Background: an optimization exercise with open tools, aiming at small area, a short achievable clock period and few clock cycles. Do not read the settings as production practice. Function was not checked in any run shown here: the RTL went through the layout flow alone. No activity file was given, so power comes from the tool's default toggle rates.

==> flow/constraint.sdc <==
create_clock -name core_clock -period 5.5 [get_ports {i_clk}]
set_input_delay 1.1000 -clock core_clock [delete_from_list [all_inputs] [get_ports {i_clk}]]
set_output_delay 1.1000 -clock core_clock [all_outputs]
set_load 0.01 [all_outputs]
==> flow/run.sh <==
#!/bin/bash
# synth_recipe.tcl (not shown) runs the flow's synth.tcl, then flattens the netlist and writes it again
# the make line also repeats each setting of config.mk as NAME=value (left out here)
make -C /OpenROAD-flow-scripts/flow DESIGN_CONFIG=/design/flow/config.mk WORK_HOME=/design/flow/orfs CLKGATE_MAP_FILE= SYNTH_SCRIPT=/design/flow/synth_recipe.tcl finish
==> flow/config.mk <==
export PLATFORM = sky130hd
export DESIGN_NAME = kmp_substring_search
export DESIGN_NICKNAME = kmp_substring_search
export VERILOG_FILES = /design/flow/design.v
export SDC_FILE = /design/flow/constraint.sdc
export NUM_CORES = 4
export LEC_CHECK = 0
export CAP_MARGIN = 20
export CORE_MARGIN = 2
export CORE_UTILIZATION = 40
export PLACE_DENSITY = 0.6
export SETUP_SLACK_MARGIN = 3.6
export SLEW_MARGIN = 20
==> flow/design.v <==
`default_nettype none
package kmp_pkg;
    localparam int MAX_PATTERN   = 16;
    localparam int IDX_BITS      = $clog2(MAX_PATTERN);
    localparam int LEN_BITS      = IDX_BITS + 1;
    localparam int POSITION_BITS = 16;
    localparam int MATCH_BITS    = 16;
    localparam int CFG_BITS      = 64;
    localparam int PAT_BITS      = 8 * MAX_PATTERN;
    typedef logic [7:0]          t_byte;
    typedef logic [IDX_BITS-1:0] t_idx;
    typedef logic [LEN_BITS-1:0] t_len;    
    typedef logic [PAT_BITS-1:0] t_pattern;
    typedef enum logic [1:0] {
        CFG_PAT_LOW  = 2'd0,
        CFG_PAT_HIGH = 2'd1,
        CFG_PAT_LEN  = 2'd2
    } t_cfg_idx;
    typedef struct packed {
        logic busy;    
        logic clear;   
    } t_ctrl;
    function automatic t_byte pat_byte(input t_pattern pat, input t_idx k);
        pat_byte = pat[8*k +: 8];
    endfunction
endpackage
`default_nettype wire
`default_nettype none
module kmp_substring_search
(
    input  wire                 i_clk,
    input  wire                 i_rst_n,
    input  wire                 i_cfg_we,
    input  wire [1:0]           i_cfg_index,
    input  wire [63:0]          i_cfg_data,
    input  wire                 i_text_valid,
    input  wire [7:0]           i_text_byte,
    input  wire                 i_text_is_final,
    output wire                 o_text_ready,
    output wire                 o_result_valid,
    output wire                 o_result_found,
    output wire [15:0]          o_result_index,
    input  wire                 i_result_ready
);
    logic [63:0] r_pat_lo;
    logic [63:0] r_pat_hi;
    logic        r_lo_ok;      
    logic        r_hi_ok;      
    logic [4:0]  r_nn;         
    logic        r_clear_d;    
    logic        cfg_hit;
    logic [4:0]  cfg_len;
    logic [4:0]  cfg_nn;
    assign cfg_hit = i_cfg_we && (i_cfg_index != 2'd3);
    assign cfg_len = (i_cfg_data[4] && |i_cfg_data[3:0]) ? 5'd16 : i_cfg_data[4:0];
    always_comb begin
        logic lower;
        lower = 1'b0;
        for (int i = 0; i < 5; i++) begin
            cfg_nn[i] = cfg_len[i] ^ lower;
            lower     = lower | cfg_len[i];
        end
    end
    always_ff @(posedge i_clk) begin
        if (i_cfg_we && i_cfg_index == 2'd0) r_pat_lo <= i_cfg_data;
        if (i_cfg_we && i_cfg_index == 2'd1) r_pat_hi <= i_cfg_data;
    end
    always_ff @(posedge i_clk) begin
        if (!i_rst_n) begin
            r_lo_ok   <= 1'b0;
            r_hi_ok   <= 1'b0;
            r_nn      <= '0;
            r_clear_d <= 1'b0;
        end else begin
            r_clear_d <= cfg_hit;
            if (i_cfg_we && i_cfg_index == 2'd0) r_lo_ok <= 1'b1;
            if (i_cfg_we && i_cfg_index == 2'd1) r_hi_ok <= 1'b1;
            if (i_cfg_we && i_cfg_index == 2'd2) r_nn <= cfg_nn;
        end
    end
    logic [15:0] m_last;
    logic        n_zero;
    logic        n_le1;
    always_comb begin
        for (int k = 0; k < 16; k++) begin
            m_last[k] = (r_nn == 5'(32 - (k + 1)));
        end
    end
    assign n_zero = (r_nn == 5'd0);
    assign n_le1  = (r_nn == 5'd0) || (r_nn == 5'd31);
    logic [15:0] q_start;
    logic        q_at_sat;
    always_comb begin
        logic lower;
        lower = 1'b1;
        for (int i = 0; i < 5; i++) begin
            q_start[i] = !n_zero && (r_nn[i] ^ lower);
            lower      = lower & r_nn[i];
        end
    end
    assign q_start[15:5] = {11{!n_le1}};
    logic        r_rdy;
    logic        r_frz;
    logic        r_v1, r_f1;
    logic [7:0]  r_b1;
    logic [15:0] r_d;
    logic        r_v2, r_f2, r_h2;
    logic        r_ans;
    logic [15:0] r_q;          
    logic [1:0]  r_l;          
    logic        r_out_valid;
    logic        r_out_found;
    logic [15:0] eq;
    logic        zb;
    logic [15:0] dn;
    logic        hit1;
    assign zb = (r_b1 == 8'd0);
    always_comb begin
        for (int k = 0; k < 8; k++) begin
            eq[k]     = r_lo_ok ? (r_b1 == r_pat_lo[8*k +: 8]) : zb;
            eq[k + 8] = r_hi_ok ? (r_b1 == r_pat_hi[8*k +: 8]) : zb;
        end
    end
    assign dn   = {r_d[14:0], 1'b1} & eq;
    assign hit1 = n_zero || |(dn & m_last);
    logic decide2;
    logic issue;
    logic ans_n;
    assign decide2 = r_v2 && !r_ans && (r_h2 || r_f2);
    assign issue   = !r_frz && decide2;
    assign ans_n   = (!r_frz && r_v2) ? (!r_f2 && (r_ans || r_h2)) : r_ans;
    logic proc2;
    logic cnt2;
    logic [1:0] l_n;
    assign proc2 = !r_frz && r_v2;
    assign cnt2  = proc2 && !r_ans && !r_f2;
    assign l_n   = (issue || (proc2 && r_f2)) ? 2'd0 : r_l + {1'b0, cnt2};
    logic cm1;
    logic maybe_n;
    logic out_valid_n;
    assign cm1         = n_le1 || |r_d;
    assign maybe_n     = r_frz ? (r_v2 && !r_ans && (r_h2 || r_f2 || r_l == 2'd3))
                               : (r_v1 && !ans_n && (r_f1 || cm1 || l_n == 2'd3));
    assign out_valid_n = issue || (r_out_valid && !i_result_ready);
    logic [15:0] q_inc;
    logic [15:0] q_carry;
    assign q_at_sat = (&r_q[15:5]) && (r_q[4:0] == r_nn);
    assign q_carry[0] = !q_at_sat;
    for (genvar i = 1; i < 16; i++) begin : g_carry
        assign q_carry[i] = !q_at_sat && (&r_q[i-1:0]);
    end
    assign q_inc = r_q ^ q_carry;
    always_ff @(posedge i_clk) begin
        if (!i_rst_n) begin
            r_rdy       <= 1'b0;
            r_frz       <= 1'b0;
            r_v1        <= 1'b0;
            r_v2        <= 1'b0;
            r_d         <= '0;
            r_ans       <= 1'b0;
            r_out_valid <= 1'b0;
        end else if (cfg_hit) begin
            r_rdy       <= 1'b1;
            r_frz       <= 1'b0;
            r_v1        <= 1'b0;
            r_v2        <= 1'b0;
            r_d         <= '0;
            r_ans       <= 1'b0;
            r_out_valid <= out_valid_n;
        end else begin
            r_frz       <= out_valid_n && maybe_n;
            r_rdy       <= !(out_valid_n && maybe_n);
            r_out_valid <= out_valid_n;
            if (!r_frz) begin
                r_v1 <= i_text_valid && r_rdy;
                r_v2 <= r_v1;
                if (r_v1) r_d <= r_f1 ? 16'd0 : dn;
            end
            r_ans <= ans_n;
        end
    end
    logic [5:0]  q_rel;
    assign q_rel = {!n_le1, q_start[4:0]} + {4'd0, r_l} + {5'd0, cnt2};
    always_ff @(posedge i_clk) begin
        if (!i_rst_n) begin
            r_q <= '0;
            r_l <= '0;
        end else begin
            r_l <= l_n;
            if (r_clear_d) begin
                r_q <= q_start;
            end else if (issue) begin
                if (!r_h2) r_q <= '0;
            end else if (r_out_valid) begin
                if (i_result_ready) begin
                    if (proc2 && r_f2) r_q <= q_start;
                    else               r_q <= {{10{q_rel[5]}}, q_rel};
                end
            end else if (proc2) begin
                r_q <= r_f2 ? q_start : q_inc;
            end
        end
    end
    always_ff @(posedge i_clk) begin
        if (!r_frz) begin
            r_b1 <= i_text_byte;
            r_f1 <= i_text_is_final;
            r_h2 <= hit1;
            r_f2 <= r_f1;
        end
        if (issue) r_out_found <= r_h2;
    end
    assign o_text_ready   = r_rdy;
    assign o_result_valid = r_out_valid;
    assign o_result_found = r_out_found;
    assign o_result_index = r_q;
endmodule
`default_nettype wire
==> impl_metrics.env, run 1 <==
export IMPL_status="complete, no violations"
export IMPL_synth_seq_cells=188
export IMPL_cts_hold_buffers=0
export IMPL_drv_cap=0
export IMPL_pwr_share_seq_pct=50.1
export IMPL_crit_type="flop to flop"
export IMPL_grt_pass1_wl_mm=36.2
export IMPL_syn_nets=807
export IMPL_whs_ns=0.465
export IMPL_vias_per_cell=5.50
export IMPL_die_h_um=152
export IMPL_finalSetupTns_ns=0
export IMPL_routed_wl_mm=23.8
export IMPL_grt_overflow=0
export IMPL_setup_slack_ns=2.53
export IMPL_start_kind="flop"
export IMPL_fin_area_um2=11900
export IMPL_min_delay_path_class="flop to flop"
export IMPL_p_comb_share_pct=12.6
export IMPL_final_common_cell="edfxtp_1"
export IMPL_dp_cells=1060
export IMPL_synthCells=713
export IMPL_synthesis_area_um2=8810
export IMPL_initial_core_util_pct=40.6
export IMPL_grt_max_degree=33
export IMPL_grt_pass1_vias=6500
export IMPL_coreArea_um2=21700
export IMPL_end_kind="flop"
export IMPL_synth_edf_count=140
export IMPL_synth_main_ff_cell="edfxtp_1"
export IMPL_ys_top_cells_by_area="edfxtp_1, xnor2_1, dfxtp_1"
export IMPL_async_reset_ff_share_pct=0
export IMPL_drtIter0Drc=558
export IMPL_period_minus_slack_ns=2.97
export IMPL_nets=975
export IMPL_hold_viol_final=0
export IMPL_rows=54
export IMPL_hpwlAfterDp_mm=14.3
export IMPL_ios=99
export IMPL_fin_worst_skew_ns=0.0111
export IMPL_path_clk_slew_ns=0.07
export IMPL_ys_seq_area_share_pct=58.6
export IMPL_post_route_period_util_pct=54.0
export IMPL_final_layout_size_suffix_gt1_share_pct=26.5
export IMPL_cts_root_buffer="clkbuf_16"
export IMPL_holdPathStages=2
export IMPL_power_density_nw_per_um2=272
export IMPL_gp_congestion=0.881
export IMPL_port_buffers=98
export IMPL_fmax_mhz=337
export IMPL_slew_violations=0
export IMPL_grt_setup_unrepaired="yes"
export IMPL_syn_area_per_cell_um2=12.4
export IMPL_htree_num_levels=4
export IMPL_synth_top_cell_area_share_pct=47.7
export IMPL_total_power_mw=3.24
export IMPL_num_antenna_cells=0
export IMPL_pre_cts_ws_ns=2.18
export IMPL_cts_tree="done"
export IMPL_final_antenna_net_count=0
export IMPL_numClockSinks=188
export IMPL_postLayoutCoreUtil_pct=55.1
export IMPL_synth_area_leader_cell="edfxtp_1"
export IMPL_cts_path_max_buffers=2
export IMPL_area_growth_syn_to_layout_pct=35.6
export IMPL_p_clk_share_pct=37.3
export IMPL_p_leak_nw=4.04
export IMPL_cts_buffers=17
export IMPL_firstDrtPassIters=7
export IMPL_setup_viol=0
export IMPL_cp_required_ns=5.81
export IMPL_relSlewSlack_pct=52.2
export IMPL_synth_warnings=2
export IMPL_clock_latency_ns=0.44
export IMPL_dieArea_um2=23200
export IMPL_dpl_instance_area_um2=10200
export IMPL_ir_drop_mv=0.204
export IMPL_vias=6458
export IMPL_intPower_mw=2.44
export IMPL_p_sw_uw=805
export IMPL_layout_cells_non_filler=1174
export IMPL_reg2reg_depth=13
export IMPL_num_fill_cells=1793
export IMPL_die_x_um=152
export IMPL_critPathMaxFanout=5
export IMPL_grt_use_total_pct=20.2
export IMPL_final_cell_mix="edfxtp_1, xnor2_1, clkdlybuf4s50_1"
export IMPL_antenna_found_initial=0
export IMPL_max_slew_worst_pin_slew_ns=0.711
export IMPL_critical_path_arrival_ns=3.28
export IMPL_p_sw_share_pct=24.8
export IMPL_route_detailed_drc=0
export IMPL_wl_per_cell_um=20.3
export IMPL_synth_cell_types=66
==> cells in the mapped netlist (4+ instances only) <==
cell,n
a211oi_1,4
a21o_1,5
a21oi_1,24
a22oi_1,8
a32oi_1,11
and2_1,10
and3_1,5
buf_2,17
clkbuf_1,15
dfxtp_1,48
edfxtp_1,140
ha_1,13
inv_1,13
mux2i_1,6
nand2_1,27
nand2b_1,7
nand3_1,19
nand3b_1,4
nand4_1,40
nor2_1,37
nor3_1,9
nor3b_1,5
nor4_1,10
o21ai_0,25
xnor2_1,134
xor2_1,10
==> path summary, 6_finish.rpt <==
path | startpoint | to | slack [ns]
max | r_nn[0]$_SDFFE_PN0P_ | r_q[13]$_SDFFE_PN0P_ | 2.53
min | r_d[15]$_SDFFE_PP0P_ | r_d[15]$_SDFFE_PP0P_ | 0.47
max reg2reg | r_nn[0]$_SDFFE_PN0P_ | r_q[13]$_SDFFE_PN0P_ | 2.53
min reg2reg | r_d[15]$_SDFFE_PP0P_ | r_d[15]$_SDFFE_PP0P_ | 0.47
==> area by class of cell <==
class	count	area [um2]	share of cell area, %
clock buffer	17	425	3.56
clock inverter	15	155	1.30
inverter	13	63.8	0.534
multi-input combinational	480	3910	32.7
sequential	188	5220	43.7
tap	280	350	2.93
timing repair buffer	180	1820	15.2
timing repair inverter	1	7.51	0.0628
==> routing by layer <==
| metal | up-vias | part of all wire (%) | GRT usage, % | routed length (um) |
|---|---|---|---|---|
| met3 | 43 | 6.3 | 4.24 | 1510 |
| met4 | 0 | 2.6 | 7.08 | 622 |
| met1 | 3163 | 42 | 26.1 | 10100 |
| met5 | - | 0 | 0 | 0 |
| li1 | 2997 | - | - | - |
| met2 | 255 | 49 | 33.7 | 11600 |
==> critical path, cell delays in order, from the launching register on <==
cell     delay [ns]
dfxtp_4        0.36
inv_6          0.05
ha_4           0.11
or4b_4         0.46
and2_4         0.17
xor2_2         0.16
ha_4           0.18
a21o_1         0.20
a41oi_4        0.27
o311a_4        0.23
and3b_2        0.26
o31a_1         0.12
o21ai_1        0.15
a31oi_1        0.11
==> state kept, by name (all words and copies together), names as in the netlist <==
signal / flops
r_v1: 1
r_clear_d: 1
r_hi_ok: 1
r_q: 16
r_out_found: 1
r_pat_hi: 64
r_out_valid: 1
r_frz: 1
r_l: 2
r_d: 16
r_rdy: 1
r_h2: 1
r_ans: 1
r_f1: 1
r_lo_ok: 1
r_v2: 1
r_b1: 8
r_nn: 5
r_f2: 1
r_pat_lo: 64
==> power by group through the flow <==
stage | clock network, mW | logic (mW) | registers (mW)
floorplan | 0 | 0.205 | 1.65
global placement | 0 | 0.295 | 1.68
detailed placement | 0 | 0.306 | 1.68
CTS | 1.23 | 0.378 | 1.63
global route | 1.29 | 0.436 | 1.63
finish | 1.21 | 0.408 | 1.63
==> what timing repair did <==
| action | in CTS | in global routing |
|---|---|---|
| cloned | 8 | 0 |
| gates resized for setup | 184 | 46 |
| buffers inserted | 53 | 21 |
| pin swaps | 15 | 23 |
| endpoints found under the hold margin | 0 | 0 |
| endpoints found under the setup margin | 193 | 71 |
==> kinds of logic (layout without fill, tap and decap cells) <==
family,after synthesis,after routing,share of synthesized area (%)
AOI/OAI and AO/OA,117,117,9.55
xor gates and xnor gates,144,144,14.3
adders and majority gates,14,14,2.07
buffers and inverters,50,226,2.54
DFF,188,188,58.6
muxes,6,6,0.682
and+or+nand+nor,194,199,12.2
==> run 2: changes to the inputs <==
--- a/flow/config.mk
+++ b/flow/config.mk
@@ -8,6 +8,8 @@
 export CAP_MARGIN = 20
 export CORE_MARGIN = 2
 export CORE_UTILIZATION = 40
+export CTS_CLUSTER_DIAMETER = 100
+export CTS_CLUSTER_SIZE = 18
 export PLACE_DENSITY = 0.6
 export SETUP_SLACK_MARGIN = 3.6
 export SLEW_MARGIN = 20
==> run 2 against run 1 <==
- critical endpoint unchanged
- critical path depth unchanged
- flip-flop and latch count did not move
- clock-buffer cell count unchanged
- hold slack stayed put
==> impl_metrics.env, run 2 <==
export IMPL_fin_area_um2=11900
export IMPL_layout_cells_non_filler=1174
export IMPL_async_reset_ff_share_pct=0
export IMPL_synthMostInstantiatedCell="edfxtp_1"
export IMPL_synth_top_family_by_area="XOR/XNOR gates"
export IMPL_dpl_instance_area_um2=10200
export IMPL_total_power_mw=3.24
export IMPL_die_h_um=152
export IMPL_synth_common_cells="edfxtp_1, xnor2_1, dfxtp_1, nand4_1, nor2_1"
export IMPL_route_detailed_drc=0
export IMPL_r2r_slack_ns=2.53
export IMPL_cp_startpoint="r_nn[0]$_SDFFE_PN0P_"
export IMPL_drv_cap=0
export IMPL_synth_main_ff_cell="edfxtp_1"
export IMPL_area_growth_syn_to_layout_pct=35.6
export IMPL_reg2reg_depth=13
export IMPL_drtIter0Drc=558
export IMPL_cts_buffers=17
export IMPL_routed_wl_mm=23.8
export IMPL_final_layout_size_suffix_gt1_share_pct=26.5
export IMPL_ios=99
export IMPL_syn_nets=807
export IMPL_end_kind="flop"
export IMPL_ir_drop_mv=0.204
export IMPL_crit_top_cell="ha_4"
export IMPL_ys_seq_area_share_pct=58.6
export IMPL_dieArea_um2=23200
export IMPL_seq_area_um2=5220
export IMPL_fmax_mhz=337
export IMPL_grt_max_degree=33
export IMPL_holdPathStages=2
export IMPL_cts_root_buffer="clkbuf_16"
export IMPL_multi_input_comb_area_um2=3910
export IMPL_r2r_end="r_q[13]$_SDFFE_PN0P_"
export IMPL_final_common_cell="edfxtp_1"
export IMPL_fin_worst_skew_ns=0.0111
export IMPL_hold_end="r_d[15]$_SDFFE_PP0P_"
export IMPL_power_density_nw_per_um2=272
export IMPL_crit_chain="inv_6, ha_4, or4b_4, and2_4, xor2_2, ha_4, a21o_1, a41oi_4, o311a_4, and3b_2, o31a_1, o21ai_1, a31oi_1"
export IMPL_gp_congestion=0.881
export IMPL_rows=54
export IMPL_setup_viol=0
export IMPL_num_antenna_cells=0
export IMPL_synth_top_cell_area_share_pct=47.7
export IMPL_start_kind="flop"
export IMPL_final_cell_mix="edfxtp_1, xnor2_1, clkdlybuf4s50_1"
export IMPL_crit_type="flop to flop"
export IMPL_critPathMaxFanout=5
export IMPL_coreArea_um2=21700
export IMPL_synth_area_leader_cell="edfxtp_1"
export IMPL_synth_xor_area_share_pct=14.3
export IMPL_min_from="r_d[15]$_SDFFE_PP0P_"
export IMPL_num_fill_cells=1793
export IMPL_period_minus_slack_ns=2.97
export IMPL_ys_top_cells_by_area="edfxtp_1, xnor2_1, dfxtp_1"
export IMPL_numClockSinks=188
export IMPL_grt_pass1_wl_mm=36.2
export IMPL_path_clk_slew_ns=0.07
export IMPL_die_x_um=152
export IMPL_synth_seq_cells=188
export IMPL_clock_latency_ns=0.44
export IMPL_grt_overflow=0
export IMPL_antenna_found_initial=0
export IMPL_port_buffers=98
export IMPL_post_route_period_util_pct=54.0
export IMPL_relSlewSlack_pct=52.2
export IMPL_rr_startpoint="r_nn[0]$_SDFFE_PN0P_"
export IMPL_synth_compound_area_share_pct=9.55
export IMPL_synthCells=713
export IMPL_cts_path_max_buffers=2
export IMPL_initial_core_util_pct=40.6
export IMPL_vias=6458
export IMPL_final_antenna_net_count=0
export IMPL_cts_hold_buffers=0
export IMPL_synthesis_area_um2=8810
export IMPL_grt_use_total_pct=20.2
export IMPL_cts_tree="done"
export IMPL_synth_edf_count=140
export IMPL_dp_cells=1060
export IMPL_synth_fa_ha_area_share_pct=2.07
export IMPL_hold_viol_final=0
export IMPL_firstDrtPassIters=7
export IMPL_cp_required_ns=5.81
export IMPL_largestRegisters="r_pat_hi (64), r_pat_lo (64)"
export IMPL_slew_violations=0
export IMPL_syn_area_per_cell_um2=12.4
export IMPL_synth_cell_types=66
export IMPL_htree_num_levels=4
export IMPL_crit_buf_inv=1
export IMPL_cp_top_family="compound AO/OA/AOI/OAI gates"
export IMPL_min_delay_path_class="flop to flop"
export IMPL_vias_per_cell=5.50
export IMPL_max_slew_worst_pin_slew_ns=0.711
export IMPL_critical_path_arrival_ns=3.28
export IMPL_hpwlAfterDp_mm=14.3
export IMPL_p_leak_nw=4.04
export IMPL_grt_setup_unrepaired="yes"
export IMPL_finalSetupTns_ns=0
export IMPL_grt_pass1_vias=6500
export IMPL_nets=975
export IMPL_wl_per_cell_um=20.3
export IMPL_synth_mux_area_share_pct=0.682
export IMPL_slowest_stage="or4b_4"
export IMPL_slowest_delay_ns=0.46
export IMPL_synthSimpleGateAreaFrac_pct=12.2
export IMPL_postLayoutCoreUtil_pct=55.1
export IMPL_status="complete, no violations"
export IMPL_synth_warnings=2
run 2: cell counts after synthesis:
No cell type changed its count.
run 2: worst max path at each step:
stage | slack, ns | end | depth (start not counted)
after global placement | 2.24 | r_q[5]$_SDFFE_PN0P_ | 8
after floorplan | 2.29 | r_pat_lo[0]$_DFFE_PP_ | 1
after global routing | 2.41 | r_q[5]$_SDFFE_PN0P_ | 13
final | 2.53 | r_q[13]$_SDFFE_PN0P_ | 13
after detailed placement | 2.18 | r_q[5]$_SDFFE_PN0P_ | 8
after CTS | 2.59 | r_q[5]$_SDFFE_PN0P_ | 13
run 2: layout make-up:
class                      instances  share of cell area (%)
clock buffer                      17                    3.56
clock inverter                    15                    1.30
inverter                          13                   0.534
multi-input combinational        480                    32.7
sequential                       188                    43.7
tap                              280                    2.93
timing repair buffer             180                    15.2
timing repair inverter             1                  0.0628
run 2: metrics by stage:
stage               setup slack [ns]  hold WS, ns
floorplan                       2.29        0.428
global placement                2.24        0.440
detailed placement              2.18        0.446
CTS                             2.59        0.454
global route                    2.41        0.525
finish                          2.53        0.465
run 2: per-layer routing:
layer	global-route usage [%]	vias to the layer above	wire length, um
li1	-	2997	-
met1	26.1	3163	10100
met2	33.7	255	11600
met3	4.24	43	1510
met4	7.08	0	622
met5	0	-	0
run 2: tightest hold or removal path: cells and delay by family, from the launching register on:
family          cells  cell delay, ns
compound gates      1            0.05
flops               1            0.31
simple gates        1            0.05
run 2: timing repair:
| action | 4_1_cts | 5_1_grt |
|---|---|---|
| pin swaps | 15 | 23 |
| gates resized for setup | 184 | 46 |
| cloned | 8 | 0 |
| setup buffers | 53 | 21 |
| hold endpoints to repair | 0 | 0 |
| endpoints found under the setup margin | 193 | 71 |
run 2: cell families after synthesis:
| logic type | Yosys count |
|---|---|
| AOI/OAI and AO/OA | 117 |
| and+or+nand+nor | 194 |
| buffers and inverters | 50 |
| DFF | 188 |
| xor gates and xnor gates | 144 |
| adders and majority gates | 14 |
| muxes | 6 |
run 2: report_power, final:
part	switching (mW)	leakage (nW)	internal, mW
logic	0.192	2.06	0.216
registers	0.0420	1.70	1.58
clock network	0.571	0.278	0.640
==> run 3: changes to the inputs <==
--- a/flow/design.v
+++ b/flow/design.v
@@ -107,7 +107,8 @@
     logic        r_v2, r_f2, r_h2;
     logic        r_ans;
     logic [15:0] r_q;          
-    logic [1:0]  r_l;          
+    logic [4:0]  r_r;          
+    logic        r_stale;      
     logic        r_out_valid;
     logic        r_out_found;
     logic [15:0] eq;
@@ -131,17 +132,23 @@
     assign ans_n   = (!r_frz && r_v2) ? (!r_f2 && (r_ans || r_h2)) : r_ans;
     logic proc2;
     logic cnt2;
-    logic [1:0] l_n;
-    assign proc2 = !r_frz && r_v2;
-    assign cnt2  = proc2 && !r_ans && !r_f2;
-    assign l_n   = (issue || (proc2 && r_f2)) ? 2'd0 : r_l + {1'b0, cnt2};
-    logic cm1;
+    logic new2;
+    logic release_q;
+    logic [4:0] r_n;
+    logic stale_n;
+    logic hold_n;
     logic maybe_n;
     logic out_valid_n;
-    assign cm1         = n_le1 || |r_d;
-    assign maybe_n     = r_frz ? (r_v2 && !r_ans && (r_h2 || r_f2 || r_l == 2'd3))
-                               : (r_v1 && !ans_n && (r_f1 || cm1 || l_n == 2'd3));
+    assign proc2       = !r_frz && r_v2;
+    assign cnt2        = proc2 && !r_ans && !r_f2;
+    assign new2        = issue ? r_f2 : (proc2 && r_f2);    
+    assign release_q   = r_stale && !r_out_valid;
+    assign r_n         = new2 ? q_start[4:0] : r_r + {4'd0, cnt2};
+    assign stale_n     = (r_stale && !release_q) || (new2 && (issue || r_out_valid));
     assign out_valid_n = issue || (r_out_valid && !i_result_ready);
+    assign hold_n      = out_valid_n || stale_n;
+    assign maybe_n     = r_frz ? (r_v2 && !r_ans && (r_f2 || !r_r[4]))
+                               : (r_v1 && !ans_n && (r_f1 || !r_n[4]));
     logic [15:0] q_inc;
     logic [15:0] q_carry;
     assign q_at_sat = (&r_q[15:5]) && (r_q[4:0] == r_nn);
@@ -168,8 +175,8 @@
             r_ans       <= 1'b0;
             r_out_valid <= out_valid_n;
         end else begin
-            r_frz       <= out_valid_n && maybe_n;
-            r_rdy       <= !(out_valid_n && maybe_n);
+            r_frz       <= hold_n && maybe_n;
+            r_rdy       <= !(hold_n && maybe_n);
             r_out_valid <= out_valid_n;
             if (!r_frz) begin
                 r_v1 <= i_text_valid && r_rdy;
@@ -179,27 +186,29 @@
             r_ans <= ans_n;
         end
     end
-    logic [5:0]  q_rel;
-    assign q_rel = {!n_le1, q_start[4:0]} + {4'd0, r_l} + {5'd0, cnt2};
+    logic [4:0] r_inc;
+    assign r_inc = r_r + 5'd1;
     always_ff @(posedge i_clk) begin
         if (!i_rst_n) begin
-            r_q <= '0;
-            r_l <= '0;
+            r_q     <= '0;
+            r_stale <= 1'b0;
+        end else if (r_clear_d) begin
+            r_q     <= q_start;
+            r_stale <= 1'b0;
         end else begin
-            r_l <= l_n;
-            if (r_clear_d) begin
-                r_q <= q_start;
-            end else if (issue) begin
+            r_stale <= stale_n;
+            if (issue) begin
                 if (!r_h2) r_q <= '0;
-            end else if (r_out_valid) begin
-                if (i_result_ready) begin
-                    if (proc2 && r_f2) r_q <= q_start;
-                    else               r_q <= {{10{q_rel[5]}}, q_rel};
-                end
-            end else if (proc2) begin
-                r_q <= r_f2 ? q_start : q_inc;
+            end else if (release_q) begin
+                r_q <= cnt2 ? {{11{r_inc[4]}}, r_inc} : {{11{r_r[4]}}, r_r};
+            end else if (proc2 && !r_out_valid) begin
+                if (r_f2)        r_q <= q_start;
+                else if (!r_ans) r_q <= q_inc;
             end
         end
+    end
+    always_ff @(posedge i_clk) begin
+        r_r <= r_n;
     end
     always_ff @(posedge i_clk) begin
         if (!r_frz) begin
--- a/flow/config.mk
+++ b/flow/config.mk
@@ -8,8 +8,6 @@
 export CAP_MARGIN = 20
 export CORE_MARGIN = 2
 export CORE_UTILIZATION = 40
-export CTS_CLUSTER_DIAMETER = 100
-export CTS_CLUSTER_SIZE = 18
 export PLACE_DENSITY = 0.6
 export SETUP_SLACK_MARGIN = 3.6
 export SLEW_MARGIN = 20
==> run 3 against run 2 <==
- power is 4.1% higher
- setup slack better by 0.60 ns
- first-iteration DRC count is 47% lower
- design area increased by 1.3%
- final cell count grew 1.0%
- fmax grew 25%
- non-clock buffer count up 3
- routed wire length is 1.2% lower
- largest power group unchanged
==> impl_metrics.env, run 3 <==
export IMPL_status="complete, no violations"
export IMPL_num_antenna_cells=0
export IMPL_async_reset_ff_share_pct=0
export IMPL_path_clk_slew_ns=0.08
export IMPL_fmax_mhz=423
export IMPL_drv_cap=0
export IMPL_route_detailed_drc=0
export IMPL_grt_met3_usage_pct=4.42
export IMPL_crit_type="flop to flop"
export IMPL_dieArea_um2=23100
export IMPL_start_kind="flop"
export IMPL_drtIter0Drc=294
export IMPL_grt_setup_unrepaired="yes"
export IMPL_syn_area_per_cell_um2=12.1
export IMPL_hpwlAfterDp_mm=14.3
export IMPL_relSlewSlack_pct=51.4
export IMPL_area_growth_syn_to_layout_pct=38.1
export IMPL_critical_path_arrival_ns=2.70
export IMPL_synth_main_ff_cell="edfxtp_1"
export IMPL_largestRegisters="r_pat_hi (64), r_pat_lo (64), r_q (16)"
export IMPL_vias_per_cell=5.36
export IMPL_max_slew_worst_pin_slew_ns=0.727
export IMPL_synth_seq_cells=191
export IMPL_cp_required_ns=5.83
export IMPL_vias=6360
export IMPL_final_cell_mix="edfxtp_1, xnor2_1, clkdlybuf4s50_1"
export IMPL_rr_startpoint="r_f2$_DFFE_PN_"
export IMPL_initial_core_util_pct=40.4
export IMPL_post_route_period_util_pct=43.0
export IMPL_firstDrtPassIters=5
export IMPL_ios=99
export IMPL_final_antenna_net_count=0
export IMPL_synth_area_leader_cell="edfxtp_1"
export IMPL_power_density_nw_per_um2=279
export IMPL_hold_viol_final=0
export IMPL_rows=54
export IMPL_use_met2_pct=34.0
export IMPL_numClockSinks=191
export IMPL_final_layout_size_suffix_gt1_share_pct=28.1
export IMPL_end_kind="flop"
export IMPL_cp_startpoint="r_f2$_DFFE_PN_"
export IMPL_grt_use_total_pct=20.5
export IMPL_setup_viol=0
export IMPL_min_delay_path_class="flop to flop"
export IMPL_synthesis_area_um2=8760
export IMPL_routed_wl_mm=23.6
export IMPL_cts_path_max_buffers=2
export IMPL_r2r_slack_ns=3.13
export IMPL_syn_nets=817
export IMPL_synth_edf_count=140
export IMPL_num_fill_cells=1795
export IMPL_critPathMaxFanout=2
export IMPL_clock_latency_ns=0.44
export IMPL_antenna_found_initial=0
export IMPL_grt_pass1_wl_mm=36.6
export IMPL_synthMostInstantiatedCell="edfxtp_1"
export IMPL_synth_warnings=2
export IMPL_synthCells=724
export IMPL_final_common_cell="edfxtp_1"
export IMPL_use_met1_pct=26.2
export IMPL_synth_common_cells="edfxtp_1, xnor2_1, dfxtp_1, nor2_1, nand4_1"
export IMPL_htree_num_levels=4
export IMPL_die_h_um=152
export IMPL_fin_worst_skew_ns=0.0130
export IMPL_slew_violations=0
export IMPL_port_buffers=98
export IMPL_total_power_mw=3.38
export IMPL_grt_busiest_layer="met2"
export IMPL_cts_buffers=17
export IMPL_finalSetupTns_ns=0
export IMPL_grt_overflow=0
export IMPL_cts_root_buffer="clkbuf_16"
export IMPL_gp_congestion=0.841
export IMPL_period_minus_slack_ns=2.37
export IMPL_ys_seq_area_share_pct=59.6
export IMPL_grt_pass1_vias=6603
export IMPL_synth_cell_types=61
export IMPL_p_leak_nw=4.08
export IMPL_min_from="r_d[8]$_SDFFE_PP0P_"
export IMPL_nets=986
export IMPL_grt_max_degree=33
export IMPL_die_x_um=152
export IMPL_coreArea_um2=21700
export IMPL_synth_top_cell_area_share_pct=48.0
export IMPL_ys_top_cells_by_area="edfxtp_1, xnor2_1, dfxtp_1"
export IMPL_cts_tree="done"
export IMPL_ir_drop_mv=0.191
export IMPL_wl_per_cell_um=19.9
## run 3: cells by family after synthesis
kind of cell,count (synthesis),share of synthesized area [%]
fa+ha+maj,13,1.86
buf+inv,49,2.33
xor+xnor,145,14.5
mux,9,1.06
compound gates,117,8.53
flops,191,59.6
simple gates,200,12.1
## run 3: worst paths after layout
| kind | end | depth (start not counted) |
|---|---|---|
| worst max-delay path | r_rdy$_SDFF_PN0_ | 10 |
| worst max register to register | r_rdy$_SDFF_PN0_ | 10 |
| worst min-delay path | r_d[8]$_SDFFE_PP0P_ | 2 |
| worst min register to register | r_d[8]$_SDFFE_PP0P_ | 2 |
## run 3: critical path, cell delays in order, from the launching register on
cell	delay (ns)
edfxtp_1	0.44
nor4b_4	0.37
ha_2	0.28
ha_4	0.15
nand3_4	0.09
xnor2_2	0.15
nand2_1	0.08
o21ai_2	0.10
o2111ai_2	0.12
a221o_1	0.32
and2_1	0.16
## run 3: timing repair
action,CTS,global route
setup buffers,60,16
gates cloned,6,0
hold buffers,0,0
setup endpoints to repair,197,55
pin swaps,28,35
resized for setup,216,56
## run 3: per-layer routing
| layer | wire length [um] | share of wire [%] | up-vias |
|---|---|---|---|
| li1 | - | - | 2992 |
| met1 | 10100 | 43 | 3142 |
| met2 | 11600 | 49 | 188 |
| met3 | 1160 | 4.9 | 38 |
| met4 | 759 | 3.2 | 0 |
| met5 | 0 | 0 | - |
## run 3: stage by stage
step | hold slack (ns) | cell area [um2] | util, % | worst slack (ns) | instances
finish | 0.485 | 12100 | 55.8 | 3.13 | 1186
global route | 0.539 | 12100 | 55.8 | 3.02 | 1186
CTS | 0.485 | 11800 | 54.3 | 3.13 | 1170
detailed placement | 0.469 | 10100 | 46.7 | 2.23 | 1072
global placement | 0.461 | 10100 | 46.7 | 2.30 | 1072
floorplan | 0.446 | 9000 | - | 2.29 | 724
## run 3: final cells by class
| type | instances | area, um2 | area share (%) |
|---|---|---|---|
| clock inverters | 15 | 208 | 1.72 |
| flip-flops and latches | 191 | 5300 | 43.8 |
| well taps | 280 | 350 | 2.90 |
| clock buffers | 17 | 425 | 3.52 |
| multi-input cells | 486 | 3850 | 31.9 |
| repair inverters | 1 | 7.51 | 0.0621 |
| inverters | 13 | 56.3 | 0.465 |
| repair buffers | 183 | 1900 | 15.7 |
## run 3: power breakdown
group          total (mW)  internal, mW  switching (mW)
registers            1.66          1.61          0.0514
clock network        1.29         0.667           0.628
logic               0.418         0.223           0.195
total                3.38          2.50           0.874
==> run 4: changes to the inputs <==
==> flow/flow/run.sh (new file) <==
#!/bin/bash
set -euo pipefail
bash standard.sh \
  "BUFFER_PORTS_ARGS=-buffer_cell sky130_fd_sc_hd__buf_1" \
  "CTS_ARGS=-sink_clustering_enable -repair_clock_nets -dont_use_dummy_load" \
  finish > standard_flow.log 2>&1
==> flow/standard.sh (new file) <==
#!/bin/bash
# synth_recipe.tcl (not shown) runs the flow's synth.tcl, then flattens the netlist and writes it again
# the make line also repeats each setting of config.mk as NAME=value (left out here)
make -C /OpenROAD-flow-scripts/flow DESIGN_CONFIG=/design/flow/config.mk WORK_HOME=/design/flow/orfs CLKGATE_MAP_FILE= SYNTH_SCRIPT=/design/flow/synth_recipe.tcl "${@:-finish}"
removed: flow/run.sh
==> run 4 against run 3 <==
- still clean
- critical path depth decreased by 3
- routed wire length decreased by 4.9%
- design area shrank 6.6%
- fmax down 1.6%
- highest routed layer unchanged
==> impl_metrics.env, run 4 <==
export IMPL_synth_seq_cells=191
export IMPL_path_clk_slew_ns=0.06
export IMPL_cts_tree="done"
export IMPL_fin_area_um2=11300
export IMPL_relSlewSlack_pct=53.5
export IMPL_min_from="r_d[8]$_SDFFE_PP0P_"
export IMPL_p_leak_nw=3.79
export IMPL_power_density_nw_per_um2=271
export IMPL_synth_main_ff_cell="edfxtp_1"
export IMPL_cp_top_family="simple AND/OR/NAND/NOR gates"
export IMPL_r2r_end="r_q[14]$_SDFFE_PN0P_"
export IMPL_grt_pass1_vias=6059
export IMPL_setup_slack_ns=3.09
export IMPL_fmax_mhz=416
export IMPL_clock_latency_ns=0.44
export IMPL_die_h_um=152
export IMPL_max_slew_worst_pin_slew_ns=0.694
export IMPL_cp_required_ns=5.83
export IMPL_cts_buffers=17
export IMPL_slowest_stage="or4b_1"
export IMPL_hpwlAfterDp_mm=13.5
export IMPL_vias_per_cell=5.30
export IMPL_gp_congestion=0.857
export IMPL_layout_cells_non_filler=1180
export IMPL_area_growth_syn_to_layout_pct=28.9
export IMPL_synth_top_cell_area_share_pct=48.0
export IMPL_seq_area_um2=5280
export IMPL_synth_mux_area_share_pct=1.06
export IMPL_numClockSinks=191
export IMPL_drtIter0Drc=347
export IMPL_largestRegisters="r_pat_hi (64), r_pat_lo (64), r_q (16)"
export IMPL_crit_chain="or4b_1, o22a_1, a211o_4, or3b_4, nand2_4, a21oi_1, nor3_1"
export IMPL_coreArea_um2=21700
export IMPL_async_reset_ff_share_pct=0
export IMPL_crit_type="flop to flop"
export IMPL_syn_nets=817
export IMPL_holdPathStages=2
export IMPL_multi_input_comb_area_um2=3790
export IMPL_final_layout_size_suffix_gt1_share_pct=26.9
export IMPL_wl_per_cell_um=19.0
export IMPL_post_route_period_util_pct=43.7
export IMPL_reg2reg_depth=7
export IMPL_whs_ns=0.488
export IMPL_min_delay_path_class="flop to flop"
export IMPL_final_antenna_net_count=0
export IMPL_drv_cap=0
export IMPL_grt_max_degree=66
export IMPL_end_kind="flop"
export IMPL_postLayoutCoreUtil_pct=52.1
export IMPL_ys_top_cells_by_area="edfxtp_1, xnor2_1, dfxtp_1"
export IMPL_ios=99
export IMPL_setup_viol=0
export IMPL_routed_wl_mm=22.4
export IMPL_rows=54
export IMPL_period_minus_slack_ns=2.41
export IMPL_finalSetupTns_ns=0
export IMPL_antenna_found_initial=1
export IMPL_synth_warnings=2
export IMPL_grt_use_total_pct=19.1
export IMPL_synthSimpleGateAreaFrac_pct=12.1
export IMPL_rr_startpoint="r_frz$_SDFF_PP0_"
export IMPL_initial_core_util_pct=40.4
export IMPL_synth_edf_count=140
export IMPL_final_common_cell="edfxtp_1"
export IMPL_route_detailed_drc=0
export IMPL_syn_area_per_cell_um2=12.1
export IMPL_dp_cells=1068
export IMPL_dpl_instance_area_um2=9490
export IMPL_die_x_um=152
export IMPL_synth_fa_ha_area_share_pct=1.86
export IMPL_start_kind="flop"
export IMPL_fin_worst_skew_ns=0.0351
export IMPL_nets=994
export IMPL_num_fill_cells=1880
export IMPL_final_cell_mix="edfxtp_1, xnor2_1, buf_4"
export IMPL_grt_setup_unrepaired="yes"
export IMPL_synthesis_area_um2=8760
export IMPL_slew_violations=0
export IMPL_ir_drop_mv=0.191
export IMPL_slowest_delay_ns=0.53
export IMPL_total_power_mw=3.06
export IMPL_synth_top_family_by_area="XOR/XNOR gates"
export IMPL_dieArea_um2=23100
export IMPL_synth_common_cells="edfxtp_1, xnor2_1, dfxtp_1, nor2_1, nand4_1"
export IMPL_crit_buf_inv=0
export IMPL_synthMostInstantiatedCell="edfxtp_1"
export IMPL_ys_seq_area_share_pct=59.6
export IMPL_critical_path_arrival_ns=2.73
export IMPL_grt_pass1_wl_mm=34.3
export IMPL_port_buffers=98
export IMPL_r2r_slack_ns=3.09
export IMPL_grt_overflow=0
export IMPL_cts_path_max_buffers=2
export IMPL_hold_viol_final=0
export IMPL_synth_area_leader_cell="edfxtp_1"
export IMPL_synth_xor_area_share_pct=14.5
export IMPL_pre_cts_ws_ns=2.66
export IMPL_critPathMaxFanout=7
export IMPL_htree_num_levels=4
export IMPL_synth_compound_area_share_pct=8.52
export IMPL_vias=6259
export IMPL_cts_root_buffer="clkbuf_16"
export IMPL_status="complete, no violations"
export IMPL_synthCells=724
export IMPL_synth_cell_types=61
export IMPL_firstDrtPassIters=5
export IMPL_hold_end="r_d[8]$_SDFFE_PP0P_"
==> run 4: worst max path at each step <==
stage | cells after the start | slack (ns) | to | startpoint
4_1_cts | 7 | 3.11 | r_q[12]$_SDFFE_PN0P_ | r_h2$_DFFE_PN_
3_5_place_dp | 3 | 2.66 | r_pat_hi[24]$_DFFE_PP_ | i_cfg_index[1]
3_3_place_gp | 3 | 2.69 | r_pat_hi[28]$_DFFE_PP_ | i_cfg_index[1]
5_1_grt | 7 | 3.06 | r_q[14]$_SDFFE_PN0P_ | r_h2$_DFFE_PN_
2_1_floorplan | 1 | 2.29 | r_pat_lo[0]$_DFFE_PP_ | i_cfg_we
6_report | 7 | 3.09 | r_q[14]$_SDFFE_PN0P_ | r_frz$_SDFF_PP0_
==> run 4: final cells by class <==
type                            count  share of cell area [%]
Sequential cell                   191                    46.8
Multi-Input combinational cell    485                    33.6
Timing Repair Buffer              192                    12.3
Clock buffer                       17                    3.77
Tap cell                          280                    3.10
Inverter                           13                   0.465
Timing Repair inverter              1                  0.0443
Antenna cell                        1                  0.0221
==> run 4: worst register-to-register path, delay by kind of cell (launching register included) <==
family / cells / cell delay (ns)
flops: 1 / 0.37
compound gates: 3 / 0.64
simple gates: 4 / 1.30
==> run 4: timing repair <==
item,4_1_cts,5_1_grt
setup buffers,59,32
pin swaps,13,28
endpoints found under the setup margin,167,66
gates cloned,3,0
gates resized for setup,88,79
hold buffers,0,0
==> run 4: per-layer routing <==
metal	up-vias	track usage (%)	wire length, um
met2	190	31.0	10800
met1	3053	26.2	10100
li1	2990	-	-
met3	26	3.57	1100
met5	-	0	0
met4	0	6.05	323
==> run 4: cell families after synthesis <==
group	after synthesis
buf+inv	49
fa+ha+maj	13
mux	9
compound gates	117
xor+xnor	145
flops	191
simple gates	200
==> run 4: report_power, final <==
group          internal [mW]  leakage [nW]  switching (mW)
clock                  0.538         0.209           0.470
sequential              1.62          1.73          0.0538
combinational          0.188          1.86           0.189
==> run 5: changes to the inputs <==
--- a/flow/design.v
+++ b/flow/design.v
@@ -135,6 +135,8 @@
     logic new2;
     logic release_q;
     logic [4:0] r_n;
+    logic [4:0] r_inc;
+    logic       r_n_pos;       
     logic stale_n;
     logic hold_n;
     logic maybe_n;
@@ -143,12 +145,17 @@
     assign cnt2        = proc2 && !r_ans && !r_f2;
     assign new2        = issue ? r_f2 : (proc2 && r_f2);    
     assign release_q   = r_stale && !r_out_valid;
-    assign r_n         = new2 ? q_start[4:0] : r_r + {4'd0, cnt2};
+    assign r_inc[0] = !r_r[0];
+    for (genvar i = 1; i < 5; i++) begin : g_rinc
+        assign r_inc[i] = r_r[i] ^ (&r_r[i-1:0]);
+    end
+    assign r_n         = new2 ? q_start[4:0] : (cnt2 ? r_inc : r_r);
+    assign r_n_pos     = new2 ? n_le1 : (!r_r[4] || (cnt2 && &r_r));
     assign stale_n     = (r_stale && !release_q) || (new2 && (issue || r_out_valid));
     assign out_valid_n = issue || (r_out_valid && !i_result_ready);
     assign hold_n      = out_valid_n || stale_n;
     assign maybe_n     = r_frz ? (r_v2 && !r_ans && (r_f2 || !r_r[4]))
-                               : (r_v1 && !ans_n && (r_f1 || !r_n[4]));
+                               : (r_v1 && !ans_n && (r_f1 || r_n_pos));
     logic [15:0] q_inc;
     logic [15:0] q_carry;
     assign q_at_sat = (&r_q[15:5]) && (r_q[4:0] == r_nn);
@@ -186,8 +193,6 @@
             r_ans <= ans_n;
         end
     end
-    logic [4:0] r_inc;
-    assign r_inc = r_r + 5'd1;
     always_ff @(posedge i_clk) begin
         if (!i_rst_n) begin
             r_q     <= '0;
==> run 5 against run 4 <==
- still clean on timing, DRC and antenna
- non-clock buffer count grew 1
- utilization grew 1.1 points
- register-to-register slack lost 0.09 ns
- largest power group unchanged
==> impl_metrics.env, run 5 <==
export IMPL_multi_input_comb_area_um2=3960
export IMPL_p_sw_share_pct=23.0
export IMPL_drv_cap=0
export IMPL_htree_num_levels=4
export IMPL_critical_path_arrival_ns=2.80
export IMPL_relSlewSlack_pct=56.9
export IMPL_synth_area_leader_cell="edfxtp_1"
export IMPL_cts_hold_buffers=0
export IMPL_vias_per_cell=5.36
export IMPL_ys_top_cells_by_area="edfxtp_1, xnor2_1, dfxtp_1"
export IMPL_intPower_mw=2.31
export IMPL_grt_setup_unrepaired="yes"
export IMPL_crit_type="flop to flop"
export IMPL_synth_main_ff_cell="edfxtp_1"
export IMPL_setup_viol=0
export IMPL_crit_chain="ha_2, and3_4, ha_4, nor3b_2, mux2_4, nor4b_4, buf_4, o21ai_4, nand2_4, buf_6, and3_4, o41a_1"
export IMPL_pre_cts_ws_ns=2.67
export IMPL_power_density_nw_per_um2=259
export IMPL_rr_startpoint="r_r[0]$_DFFE_PP_"
export IMPL_crit_buf_inv=2
export IMPL_dpl_instance_area_um2=9680
export IMPL_post_route_period_util_pct=45.4
export IMPL_antenna_found_initial=0
export IMPL_slowest_stage="edfxtp_1"
export IMPL_synthesis_area_um2=8920
export IMPL_final_common_cell="edfxtp_1"
export IMPL_grt_overflow=0
export IMPL_syn_nets=818
export IMPL_finalSetupTns_ns=0
export IMPL_coreArea_um2=21800
export IMPL_p_sw_uw=689
export IMPL_fin_area_um2=11600
export IMPL_final_cell_mix="edfxtp_1, xnor2_1, buf_1"
export IMPL_final_antenna_net_count=0
export IMPL_cts_buffers=17
export IMPL_seq_area_um2=5350
export IMPL_initial_core_util_pct=40.9
export IMPL_die_x_um=153
export IMPL_ir_drop_mv=0.207
export IMPL_synthCells=725
export IMPL_p_leak_nw=3.80
export IMPL_synth_seq_cells=191
export IMPL_area_growth_syn_to_layout_pct=30.1
export IMPL_final_layout_size_suffix_gt1_share_pct=28.5
export IMPL_synth_common_cells="edfxtp_1, xnor2_1, nor2_1, dfxtp_1, nand2_1"
export IMPL_setup_slack_ns=3.00
export IMPL_firstDrtPassIters=5
export IMPL_synth_cell_types=64
export IMPL_cp_startpoint="r_r[0]$_DFFE_PP_"
export IMPL_synth_edf_count=145
export IMPL_die_h_um=153
export IMPL_num_fill_cells=1845
export IMPL_min_delay_path_class="flop to flop"
export IMPL_pwr_share_seq_pct=55.2
export IMPL_num_antenna_cells=0
export IMPL_use_met1_pct=25.5
export IMPL_cts_tree="done"
export IMPL_slew_violations=0
export IMPL_routed_wl_mm=22.9
export IMPL_end_kind="flop"
export IMPL_grt_met3_usage_pct=4.31
export IMPL_cp_required_ns=5.80
export IMPL_start_kind="flop"
export IMPL_largestRegisters="r_pat_hi (64), r_pat_lo (64), r_q (16)"
export IMPL_max_slew_worst_pin_slew_ns=0.645
export IMPL_hpwlAfterDp_mm=13.9
export IMPL_vias=6344
export IMPL_nets=998
export IMPL_grt_pass1_vias=6346
export IMPL_critPathMaxFanout=5
export IMPL_p_comb_share_pct=11.0
export IMPL_cp_top_family="simple AND/OR/NAND/NOR gates"
export IMPL_ys_seq_area_share_pct=59.1
export IMPL_ios=99
export IMPL_grt_busiest_layer="met2"
export IMPL_grt_use_total_pct=19.1
export IMPL_fin_worst_skew_ns=0.0214
export IMPL_slowest_delay_ns=0.40
export IMPL_dieArea_um2=23500
export IMPL_fmax_mhz=400
export IMPL_path_clk_slew_ns=0.06
export IMPL_port_buffers=98
export IMPL_status="complete, no violations"
export IMPL_min_from="r_d[10]$_SDFFE_PP0P_"
export IMPL_route_detailed_drc=0
export IMPL_numClockSinks=191
export IMPL_hold_viol_final=0
export IMPL_cts_path_max_buffers=2
export IMPL_async_reset_ff_share_pct=0
export IMPL_grt_max_degree=66
export IMPL_synth_top_cell_area_share_pct=48.8
export IMPL_crit_top_cell="and3_4"
export IMPL_wl_per_cell_um=19.3
export IMPL_synthMostInstantiatedCell="edfxtp_1"
export IMPL_p_clk_share_pct=33.8
export IMPL_drtIter0Drc=387
export IMPL_rows=54
export IMPL_clock_latency_ns=0.43
export IMPL_synth_warnings=2
export IMPL_cts_root_buffer="clkbuf_16"
export IMPL_period_minus_slack_ns=2.50
export IMPL_grt_pass1_wl_mm=35.0
export IMPL_gp_congestion=0.834
export IMPL_syn_area_per_cell_um2=12.3
export IMPL_use_met2_pct=31.8
run 5: path summary, 6_finish.rpt:
| check | slack, ns | endpoint | depth (start not counted) |
|---|---|---|---|
| worst min-delay path | 0.51 | r_d[10]$_SDFFE_PP0P_ | 2 |
| worst max register to register | 3.00 | r_q[11]$_SDFFE_PN0P_ | 12 |
| worst max-delay path | 3.00 | r_q[11]$_SDFFE_PN0P_ | 12 |
| worst min register to register | 0.51 | r_d[10]$_SDFFE_PP0P_ | 2 |
run 5: cells by family after synthesis:
kind of cell	count (synthesis)	share of synthesized area, %
flops	191	59.1
simple gates	207	12.8
mux	13	1.57
buf+inv	42	2.17
fa+ha+maj	13	1.82
xor+xnor	142	13.9
compound gates	117	8.54
run 5: power by group through the flow:
stage	combinational, mW	clock [mW]	sequential, mW
after global placement	0.229	0	1.71
after CTS	0.312	1.03	1.66
after detailed placement	0.231	0	1.71
final	0.331	1.01	1.66
after global routing	0.360	1.09	1.66
after floorplan	0.182	0	1.67
run 5: worst min-delay path, delay by kind of cell, from the launching register on:
| family | cells | cell delay, ns |
|---|---|---|
| flip-flops | 1 | 0.33 |
| AO/OA/AOI/OAI | 1 | 0.07 |
| AND/OR/NAND/NOR | 1 | 0.07 |
run 5: timing repair:
action,CTS,global route
setup endpoints to repair,198,130
pin swaps,29,37
setup buffers,71,17
cloned,1,3
resized for setup,141,54
run 5: area by class of cell:
cell class | instances | share of cell area (%)
well taps | 280 | 3.02
inverters | 9 | 0.399
repair buffers | 193 | 12.6
multi-input cells | 492 | 34.1
clock buffers | 17 | 3.67
flip-flops and latches | 191 | 46.1
repair inverters | 1 | 0.0647
run 5: metal layers:
layer / part of all wire, % / routed length [um]
met5: 0 / 0
met4: 0.93 / 212
met3: 4.8 / 1100
met2: 50 / 11400
met1: 45 / 10200
run 5: through the flow:
step	hold WS [ns]	util [%]	instances	power (mW)
2_1_floorplan	0.448	-	725	1.85
3_3_place_gp	0.473	44.3	1074	1.94
3_5_place_dp	0.491	44.3	1074	1.94
4_1_cts	0.507	51.3	1163	3.00
5_1_grt	0.542	53.2	1183	3.11
6_report	0.511	53.2	1183	3.00
==> run 6: changes to the inputs <==
--- a/flow/config.mk
+++ b/flow/config.mk
@@ -9,5 +9,5 @@
 export CORE_MARGIN = 2
 export CORE_UTILIZATION = 40
 export PLACE_DENSITY = 0.6
-export SETUP_SLACK_MARGIN = 3.6
+export SETUP_SLACK_MARGIN = 3.4
 export SLEW_MARGIN = 20
==> run 6 against run 5 <==
- critical path type unchanged
- design area fell by 2.8%
- largest cell class unchanged
- die area did not move
- setup slack improved by 0.028 ns
- via count fell by 1.8%
- synthesized cell count did not move
==> impl_metrics.env, run 6 <==
export IMPL_whs_ns=0.485
export IMPL_synth_mux_area_share_pct=1.57
export IMPL_cp_top_family="simple AND/OR/NAND/NOR gates"
export IMPL_relSlewSlack_pct=45.0
export IMPL_status="complete, no violations"
export IMPL_synth_main_ff_cell="edfxtp_1"
export IMPL_synth_area_leader_cell="edfxtp_1"
export IMPL_p_leak_nw=3.67
export IMPL_synth_top_cell_area_share_pct=48.8
export IMPL_drtIter0Drc=363
export IMPL_multi_input_comb_area_um2=3920
export IMPL_seq_area_um2=5330
export IMPL_post_route_period_util_pct=44.9
export IMPL_hpwlAfterDp_mm=13.7
export IMPL_synth_seq_cells=191
export IMPL_drv_cap=0
export IMPL_synth_xor_area_share_pct=13.9
export IMPL_pre_cts_ws_ns=2.62
export IMPL_syn_area_per_cell_um2=12.3
export IMPL_antenna_found_initial=1
export IMPL_grt_max_degree=66
export IMPL_final_antenna_net_count=0
export IMPL_power_density_nw_per_um2=265
export IMPL_min_from="r_d[3]$_SDFFE_PP0P_"
export IMPL_gp_congestion=0.823
export IMPL_path_clk_slew_ns=0.07
export IMPL_critical_path_arrival_ns=2.79
export IMPL_htree_num_levels=4
export IMPL_synth_compound_area_share_pct=8.54
export IMPL_reg2reg_depth=12
export IMPL_grt_pass1_vias=6103
export IMPL_hold_end="r_d[3]$_SDFFE_PP0P_"
export IMPL_dieArea_um2=23500
export IMPL_fin_worst_skew_ns=0.0253
export IMPL_coreArea_um2=21800
export IMPL_setup_viol=0
export IMPL_end_kind="flop"
export IMPL_crit_type="flop to flop"
export IMPL_rr_startpoint="r_r[0]$_DFFE_PP_"
export IMPL_vias=6231
export IMPL_async_reset_ff_share_pct=0
export IMPL_num_fill_cells=1942
export IMPL_firstDrtPassIters=5
export IMPL_route_detailed_drc=0
export IMPL_area_growth_syn_to_layout_pct=26.5
export IMPL_dpl_instance_area_um2=9650
export IMPL_slowest_delay_ns=0.39
export IMPL_cts_tree="done"
export IMPL_synth_warnings=2
export IMPL_routed_wl_mm=21.9
export IMPL_rows=54
export IMPL_syn_nets=818
export IMPL_crit_buf_inv=2
export IMPL_cts_buffers=17
export IMPL_dp_cells=1076
export IMPL_cp_required_ns=5.82
export IMPL_critPathMaxFanout=3
export IMPL_period_minus_slack_ns=2.47
export IMPL_r2r_slack_ns=3.03
export IMPL_ys_top_cells_by_area="edfxtp_1, xnor2_1, dfxtp_1"
export IMPL_die_x_um=153
export IMPL_slew_violations=0
export IMPL_grt_pass1_wl_mm=34.0
export IMPL_grt_use_total_pct=18.7
export IMPL_final_common_cell="edfxtp_1"
export IMPL_synthSimpleGateAreaFrac_pct=12.8
export IMPL_max_slew_worst_pin_slew_ns=0.825
export IMPL_numClockSinks=191
export IMPL_initial_core_util_pct=40.9
export IMPL_ios=99
export IMPL_synth_top_family_by_area="XOR/XNOR gates"
export IMPL_synth_edf_count=145
export IMPL_use_met1_pct=24.6
export IMPL_final_cell_mix="edfxtp_1, xnor2_1, buf_1"
export IMPL_layout_cells_non_filler=1164
export IMPL_synthMostInstantiatedCell="edfxtp_1"
export IMPL_slowest_stage="edfxtp_1"
export IMPL_grt_setup_unrepaired="yes"
export IMPL_r2r_end="r_q[11]$_SDFFE_PN0P_"
export IMPL_fmax_mhz=405
export IMPL_cts_path_max_buffers=2
export IMPL_largestRegisters="r_pat_hi (64), r_pat_lo (64), r_q (16)"
export IMPL_start_kind="flop"
export IMPL_grt_overflow=0
export IMPL_final_layout_size_suffix_gt1_share_pct=25.6
export IMPL_num_antenna_cells=0
export IMPL_grt_busiest_layer="met2"
export IMPL_hold_viol_final=0
export IMPL_finalSetupTns_ns=0
export IMPL_use_met2_pct=30.7
export IMPL_synthCells=725
export IMPL_holdPathStages=2
export IMPL_grt_met3_usage_pct=5.08
export IMPL_fin_area_um2=11300
export IMPL_worstSetupPathDepth=12
export IMPL_crit_top_cell="and3_4"
export IMPL_synth_common_cells="edfxtp_1, xnor2_1, nor2_1, dfxtp_1, nand2_1"
export IMPL_port_buffers=98
export IMPL_setup_slack_ns=3.03
export IMPL_min_delay_path_class="flop to flop"
export IMPL_cts_root_buffer="clkbuf_16"
export IMPL_nets=979
export IMPL_synth_fa_ha_area_share_pct=1.82
export IMPL_die_h_um=153
export IMPL_clock_latency_ns=0.44
export IMPL_vias_per_cell=5.35
export IMPL_synth_cell_types=64
export IMPL_synthesis_area_um2=8920
export IMPL_crit_chain="ha_2, and3_4, ha_4, nor3b_2, mux2_4, nor4b_4, buf_4, o21ai_4, nand2_4, buf_6, and3_4, o41a_1"
export IMPL_ys_seq_area_share_pct=59.1
export IMPL_ir_drop_mv=0.199
export IMPL_wl_per_cell_um=18.8
## run 6: per-stage QoR
step           power, mW  util [%]
2_1_floorplan       1.85         -
3_3_place_gp        1.94      44.2
3_5_place_dp        1.94      44.2
4_1_cts             2.99      49.6
5_1_grt             3.10      51.7
6_report            2.99      51.7
## run 6: worst max-delay path by stage
stage,start,end
after floorplan,i_cfg_we,r_pat_lo[0]$_DFFE_PP_
after global placement,i_cfg_index[1],r_pat_hi[30]$_DFFE_PP_
after detailed placement,i_cfg_index[1],r_pat_hi[11]$_DFFE_PP_
after CTS,r_r[1]$_DFFE_PP_,r_q[11]$_SDFFE_PN0P_
after global routing,r_r[0]$_DFFE_PP_,r_q[11]$_SDFFE_PN0P_
final,r_r[0]$_DFFE_PP_,r_q[11]$_SDFFE_PN0P_
## run 6: logic make-up after synthesis
| kind of cell | Yosys count |
|---|---|
| buf+inv | 42 |
| fa+ha+maj | 13 |
| simple gates | 207 |
| xor+xnor | 142 |
| compound gates | 117 |
| mux | 13 |
| flops | 191 |
## run 6: final cells by class
| type | count | share of cell area (%) |
|---|---|---|
| multi-input combinational | 493 | 34.7 |
| timing repair buffer | 173 | 10.7 |
| timing repair inverter | 1 | 0.0665 |
| sequential | 191 | 47.2 |
| inverter | 9 | 0.388 |
| tap | 280 | 3.10 |
| clock buffer | 17 | 3.77 |
## run 6: routing by layer
metal	share of wire, %	wire, um
met4	1.3	291
met3	6.4	1400
met2	49	10800
met1	43	9460
met5	0	0
## run 6: what timing repair did
| action | in CTS | in global routing |
|---|---|---|
| cloned | 1 | 1 |
| buffers inserted | 43 | 26 |
| pin swaps | 24 | 33 |
| endpoints found under the hold margin | 0 | 0 |
| setup endpoints to repair | 143 | 150 |
| hold buffers | 0 | 0 |
| gates resized for setup | 79 | 78 |
## run 6: where the power goes
part | internal [mW] | switching [mW] | leakage, nW
Clock | 0.538 | 0.472 | 0.209
Combinational | 0.156 | 0.163 | 1.73
Sequential | 1.61 | 0.0449 | 1.73
## run 6: worst min-delay path, cell delays in order (launching register included)
cell and delay [ns]:
dfxtp_1 0.32, a21oi_1 0.06, nor2_1 0.07

==> re-timing with driven ports <==
The results above use ideal ports. As a check the final layouts listed here were re-extracted and re-timed, cells and wires unchanged. Step 1 sets driving cells, clkbuf_16 on the clock port and buf_2 on the other inputs (assumed; they add their load-dependent delay and slew). Step 2 also shifts input and output timing later by t, the mid clock arrival at the registers, as if the neighbouring blocks saw the same clock. Three values: ideal ports, drivers, drivers and shift; two values: the first two.
run | t (ns) | slack for setup (ns) | latest minus earliest clock arrival (ns)
run 1 | 0.478 | 2.532 / 2.532 / 2.319 | 0.013 / 0.013
run 2 | 0.478 | 2.532 / 2.532 / 2.319 | 0.013 / 0.013
run 3 | 0.483 | 3.133 / 3.133 / 3.133 | 0.014 / 0.014
run 4 | 0.472 | 3.094 / 3.094 / 3.050 | 0.035 / 0.035
run 5 | 0.463 | 3.001 / 3.001 / 3.001 | 0.024 / 0.024
run 6 | 0.473 | 3.029 / 3.029 / 2.932 | 0.030 / 0.029
After both steps setup and hold are still met in every run listed.
